This is an optimization exercise on Yosys and OpenROAD, whose aim is small area, a short achievable clock period and few clock cycles per item, not a production implementation. No run shown here included a check of the RTL's function; only the layout flow was run.

==> flow/design.v, too long to show whole: its modules and the start of the top module <==
// module rgb_luma_range_compress_top: 2409 lines
module rgb_luma_range_compress_top (
  input  wire logic        clk,
  input  wire logic        rst_n,
  input  wire logic        in_tvalid,
  output logic             in_tready,
  input  wire logic [23:0] in_tdata,
  output logic             out_tvalid,
  input  wire logic        out_tready,
  output logic [23:0]      out_tdata
);
  // ...
==> flow/flow/run.sh <==
#!/bin/bash
# Own layout flow: the standard ORFS flow (standard.sh) with three synthesis changes.
#  1. Yosys's "synth -run fine:" runs with -noabc, so the full adders that the RTL writes
#     through its function fa() reach extract_fa as written.
#  2. extract_fa only looks at the cells made from fa() (selected by their source line),
#     so the carry-propagate adders and the rest stay plain logic for ABC.
#  3. Half-adder cells are don't-use (dontuse.txt: the platform's list plus
#     sky130_fd_sc_hd__ha_*), so only full adders are extracted.
# Registers, their names and their cell types are those of the standard synthesis.
# make's output goes to make.log here; ORFS writes each step's log under orfs/logs.
set -euo pipefail
W=$PWD
LINE=$(grep -n 'function automatic logic \[1:0\] fa(' design.v | head -1 | cut -d: -f1)
{
  echo 'proc synth {args} {'
  echo '  if {[lsearch -exact $args "fine:"] >= 0} {'
  echo '    yosys synth -nofsm -noshare -noabc {*}$args'
  echo '  } else {'
  echo '    yosys synth -nofsm -noshare {*}$args'
  echo '  }'
  echo '}'
  if [[ -n "$LINE" ]]; then
    echo "proc extract_fa {args} { yosys extract_fa {*}\$args a:src=*design.v:$LINE.* }"
  fi
  tail -n +2 synth_recipe.tcl
} > my_synth.tcl
sed -e "s#SYNTH_SCRIPT=[^ ]*#SYNTH_SCRIPT=$W/my_synth.tcl#" standard.sh > my_standard.sh
DU="$(cat flow/dontuse.txt)"
EXTRA=()
if [[ -f flow/extra.mk ]]; then
  while read -r line; do [[ -n "$line" ]] && EXTRA+=("$line"); done < flow/extra.mk
fi
bash my_standard.sh "DONT_USE_CELLS=$DU" "${EXTRA[@]}" finish > make.log 2>&1
==> flow/flow/dontuse.txt <==
sky130_fd_sc_hd__probe_p_8 sky130_fd_sc_hd__probec_p_8 sky130_fd_sc_hd__lpflow_bleeder_1 sky130_fd_sc_hd__lpflow_clkbufkapwr_1 sky130_fd_sc_hd__lpflow_clkbufkapwr_16 sky130_fd_sc_hd__lpflow_clkbufkapwr_2 sky130_fd_sc_hd__lpflow_clkbufkapwr_4 sky130_fd_sc_hd__lpflow_clkbufkapwr_8 sky130_fd_sc_hd__lpflow_clkinvkapwr_1 sky130_fd_sc_hd__lpflow_clkinvkapwr_16 sky130_fd_sc_hd__lpflow_clkinvkapwr_2 sky130_fd_sc_hd__lpflow_clkinvkapwr_4 sky130_fd_sc_hd__lpflow_clkinvkapwr_8 sky130_fd_sc_hd__lpflow_decapkapwr_12 sky130_fd_sc_hd__lpflow_decapkapwr_3 sky130_fd_sc_hd__lpflow_decapkapwr_4 sky130_fd_sc_hd__lpflow_decapkapwr_6 sky130_fd_sc_hd__lpflow_decapkapwr_8 sky130_fd_sc_hd__lpflow_inputiso0n_1 sky130_fd_sc_hd__lpflow_inputiso0p_1 sky130_fd_sc_hd__lpflow_inputiso1n_1 sky130_fd_sc_hd__lpflow_inputiso1p_1 sky130_fd_sc_hd__lpflow_inputisolatch_1 sky130_fd_sc_hd__lpflow_isobufsrc_1 sky130_fd_sc_hd__lpflow_isobufsrc_16 sky130_fd_sc_hd__lpflow_isobufsrc_2 sky130_fd_sc_hd__lpflow_isobufsrc_4 sky130_fd_sc_hd__lpflow_isobufsrc_8 sky130_fd_sc_hd__lpflow_isobufsrckapwr_16 sky130_fd_sc_hd__lpflow_lsbuf_lh_hl_isowell_tap_1 sky130_fd_sc_hd__lpflow_lsbuf_lh_hl_isowell_tap_2 sky130_fd_sc_hd__lpflow_lsbuf_lh_hl_isowell_tap_4 sky130_fd_sc_hd__lpflow_lsbuf_lh_isowell_4 sky130_fd_sc_hd__lpflow_lsbuf_lh_isowell_tap_1 sky130_fd_sc_hd__lpflow_lsbuf_lh_isowell_tap_2 sky130_fd_sc_hd__lpflow_lsbuf_lh_isowell_tap_4  sky130_fd_sc_hd__ha_1 sky130_fd_sc_hd__ha_2 sky130_fd_sc_hd__ha_4
==> flow/standard.sh <==
#!/bin/bash
# synth_recipe.tcl (not shown) runs the flow's synth.tcl, then flattens the netlist and writes it again
# the make line also repeats each setting of config.mk as NAME=value (left out here)
make -C /OpenROAD-flow-scripts/flow DESIGN_CONFIG=/design/flow/config.mk WORK_HOME=/design/flow/orfs CLKGATE_MAP_FILE= SYNTH_SCRIPT=/design/flow/synth_recipe.tcl "${@:-finish}"
==> flow/config.mk <==
export PLATFORM = sky130hd
export DESIGN_NAME = rgb_luma_range_compress_top
export DESIGN_NICKNAME = rgb_luma_range_compress_top
export VERILOG_FILES = /design/flow/design.v
export SDC_FILE = /design/flow/constraint.sdc
export NUM_CORES = 4
export LEC_CHECK = 0
export CAP_MARGIN = 20
export CORE_MARGIN = 2
export CORE_UTILIZATION = 40
export SLEW_MARGIN = 20
==> flow/constraint.sdc <==
create_clock -name core_clock -period 7.0 [get_ports {clk}]
set_input_delay 1.4000 -clock core_clock [delete_from_list [all_inputs] [get_ports {clk}]]
set_output_delay 1.4000 -clock core_clock [all_outputs]
set_load 0.01 [all_outputs]
==> run summary, run 1 <==
Final HPWL DP=19.1 mm; Tot GR Track Use=0.158; die area=33,400 sq um; Synth Area in XOR/XNOR=0.107; Final period util=0.759; Initial DRT Pass Iterations=4; post-synth top area share=0.315; worst skew pair latency=420 ps; nets@finish=1,312; most frequent cells in the layout=190 x fa_1, 134 x edfxtp_1, 88 x xnor2_1; crit path launch=q_c16[2]; fillers=2,896; placed cells=1,477; final non-filler cell total=1,509; TritonCTS Buffers=17; mux share of post-synthesis cell area=0.00558; largest fanout on the critical path=20; Syn Nets=between 1k and 1.5k; Critical Path End=out_tdata[17]; maxcap violations=0; ANT nets after route=0; CP top delay family=compound AO/OA/AOI/OAI gates; routing usage on met1=0.199; Arr. time, crit path=3910 ps; WL met1=10.4 mm; well tap count=about 400; min-delay src=q_cr[2]; status=timing/DRC/antenna clean; worst r2r path cells=12; crit path launch type=flop; post_cts resized=0; final wirelength=24.3 mm; Die W=183 um; H-tree depth=4; FF+latch count, synth=138; syn_area_per_cell=11.9 sq um; placed cell area=approximately 14,000 sq um; R2R Setup Slk=2340 ps; endpoints failing setup=0; chip height=183 um; FMAX=188 MHz
==> run 2: changes to the inputs <==
--- a/flow/config.mk
+++ b/flow/config.mk
@@ -8,4 +8,5 @@
 export CAP_MARGIN = 20
 export CORE_MARGIN = 2
 export CORE_UTILIZATION = 40
+export SETUP_SLACK_MARGIN = 3.0
 export SLEW_MARGIN = 20
==> run 2 against run 1 <==
  * Global-route usage rose by 1.6 points
  * Critical endpoint is now q_cr[7]
  * Highest routed layer unchanged
  * Final area rose by 9.0%
  * Utilization rose by 4.0 points
  * Sequential share of layout area fell by 2.4 points
  * Count of clock-buffer cells in the layout fell by 5
  * Non-clock buffer count rose by 89
  * Hold slack got worse by 4.4 ps
  * Register-to-register slack improved by 310 ps
  * Largest cell class unchanged
==> run summary, run 2 <==
CP dominant cell by count=maj3_2; port bufs=53; count leader, synth=fa_1; RSZ-0062 raised after global routing=true; Final Critical Period=4350 ps; status=timing/DRC/antenna clean; CP Capture Type=flop; clk slew on worst S/H paths=70 ps; n_diodes=0; Slew Limit Fails=0; highest routed layer=met4; initial antenna violation count=0; clk root buf=clkbuf_16; clk buf depth=2; Final period util=0.622 (-0.137); met2 WL post-DR=15.0 mm; Final Hold Fails=0; clk sinks=138; R2R Path End=q_cr[7]; first-pass GRT wire length=~45 mm; chip height=183 um (unchanged); Slowest Stage Delay on Critical Path=approximately 550 ps; fraction of layout cells with a size suffix above 1=0.238; Worst Hold Class=flop to flop; Tot GR Track Use=0.174 (+0.0162); worst skew pair latency=430 ps (about the same); endpoints failing setup=0 (unchanged); vias per cell=roughly 5.3; Largest register FFs=20; DRC Markers=0; CTS hold repair buffers=0; Starting Density=0.405; Slew headroom=0.429; synth-to-layout area growth=20.5%; setup TNS=0 ps; grt total ovfl=0; FF+latch count, synth=138 (unchanged); CP cell instances=fa_2 -> xor2_2 -> fa_1 -> inv_2 -> fa_2 -> o21a_1 -> a21oi_2 -> maj3_2 -> maj3_2 -> maj3_2 -> mux2_4 -> a221o_1; part of the Yosys area used for sequential elements=0.321; ANT nets after route=0 (unchanged); met3 WL post-DR=810 um; largest fanout on the critical path=4 (-80%); maxcap violations=0 (unchanged); Yosys cell types=71; DR iter-0 viols=419; CP max-delay cell=edfxtp_1; TritonCTS Buffers=17 (unchanged); placed cell area=13,600 sq um (+0.51%); crit path kind=flop to flop; Syn Nets=1,289 (unchanged); core area=31,600 sq um; cell taking the most area after synthesis=edfxtp_1; FMAX=230 MHz (+22%); die area=33,400 sq um (unchanged); Async SR Flop Fraction=0; synthesized instance count=1,071; commonest non-fill, non-tap cell in the layout=fa_1; nets@finish=1,404 (+7.0%); most frequent cells in the layout=179 x fa_1, 134 x edfxtp_1, 87 x xnor2_1; CTS tree=yes; Biggest register=q_c16; vias in the first global route=8,843; r2r startpoint=q_r[6]; min-delay src=q_cr[0]; Final HPWL DP=19.8 mm (+3.6%); final wirelength=27.7 mm (+14%); Worst EP required=7170 ps; largest cells by area after synthesis=edfxtp_1 31%, fa_1 30%, xnor2_1 6.0%; overall via count from detail_route=8,423; Initial DRT Pass Iterations=5 (+1); worst slack, placed=1690 ps; Ys Warns=1; Syn Std Cell Area=12,800 sq um; largest net degree at the start of global routing=56; prevailing post-synth register cell=edfxtp_1; post-synth top area share=0.315 (unchanged); post-route cell area=between 15,000 and 20,000 sq um; crit path launch type=flop; syn_area_per_cell=11.9 sq um (unchanged); worst slew pin tran=856 ps; Post-synth top cells=190 x fa_1, 134 x edfxtp_1, 88 x xnor2_1; number of synthesized flops with an enable pin=about 130; WL met1=11.4 mm (+10%); R2R Setup Slk=2650 ps (+310 ps); Worst Skew=10.5 ps; GP Congestion=0.896; final setup margin=2650 ps; WL per Instance=17.3 um; Arr. time, crit path=4530 ps (+620 ps); worst r2r path cells=12 (unchanged); I/O pin count=54; H-tree depth=4 (unchanged); worst hold stages=0; hold endpoint=q_cr2[0]; biggest registers after layout=q_c16 x20, q_c0 x18, q_c8 x18; Die W=183 um (unchanged); FP Rows=65
==> run 2: cell types whose count changed in the layout (fill, tap and decap cells not counted), sizes merged, moves of 2 or more <==
cell,previous run,this run
buf,2,129
inv,65,72
clkdlybuf4s50,53,7
clkinvlp,5,1
dlygate4sd2,0,4
or3,5,7
clkdlybuf4s15,0,2
clkbuf,22,19
==> run 2: how the worst max path moves through the flow <==
stage / start / end / cells after the start
2_1_floorplan: in_tdata[1] / q_k0[2] / 10
3_3_place_gp: in_tdata[18] / q_k2[2] / 9
3_5_place_dp: in_tdata[18] / q_k2[2] / 9
4_1_cts: q_c0[1] / out_tdata[4] / 9
5_1_grt: q_r[6] / q_cr[7] / 12
6_report: q_r[6] / q_cr[7] / 12
==> run 2: critical path, delay by kind of cell (launching register included) <==
family	cells	cell delay [ps]
AO/OA/AOI/OAI	3	430
XOR/XNOR	1	170
adder cells (fa/ha/maj)	6	2590
buffers and inverters	1	40
flip-flops	1	550
multiplexers	1	310
==> run 2: kinds of logic (layout without fill, tap and decap cells) <==
kind of cell	after synthesis	in the layout	share of synthesized area
compound gates	185	185	0.0992
xor+xnor	155	155	0.107
buf+inv	115	240	0.0411
simple gates	231	234	0.0886
flops	138	138	0.321
mux	7	7	0.00558
fa+ha+maj	240	240	0.337
==> run 2: cell type report <==
type | count | area [sq um]
clock buffer | 17 | 425
tap | 402 | 503
sequential | 138 | 4100
inverter | 64 | 240
multi-input combinational | 821 | 8690
timing repair buffer | 144 | 1240
clock inverter | 15 | 204
fill | 2793 | 16100
==> run 2: what timing repair did <==
item	4_1_cts	5_1_grt
setup buffers	66	23
cloned	3	0
resized for setup	300	44
endpoints found under the setup margin	40	38
pin swaps	67	50
==> run 2: per-stage QoR <==
step | hold slack [ps] | util | std cells
4_1_cts | 410 | 0.478 | 1578
3_5_place_dp | 405 | 0.432 | 1477
5_1_grt | 428 | 0.488 | 1601
6_report | 409 | 0.488 | 1601
2_1_floorplan | 400 | - | 1071
3_3_place_gp | 400 | 0.432 | 1477
==> run 2: routing by layer <==
layer,vias up,track usage
li1,3932,-
met1,4317,0.213
met2,142,0.319
met3,32,0.0286
met4,0,0.0467
met5,-,0

[afterwards: timing with drivers on the ports]
No port has a modelled driver above. Below, the same layouts with a new extraction and two added sets of constraints. Step 1: set_driving_cell puts a clkbuf_16 on clk and a buf_2 on each other input, an assumption about the parent block. Step 2 also shifts input and output timing later by t, the mid clock arrival at the registers, as if the neighbouring blocks saw the same clock. a / b / c = no drivers / after step 1 / after step 2; a / b = the first two.
run	t, ns	slack for setup (ns)	hold slack, ns	latest minus earliest clock arrival (ns)
run 1	0.468	1.688 / 1.637 / 1.495	0.414 / 0.414 / 0.414	0.012 / 0.012
run 2	0.472	2.645 / 2.619 / 2.439	0.409 / 0.409 / 0.409	0.012 / 0.011
After both steps setup and hold are still met in every run listed. For run 2, which loses most, drivers alone change the setup slack by -0.026 ns; drivers and shift together by -0.206 ns.
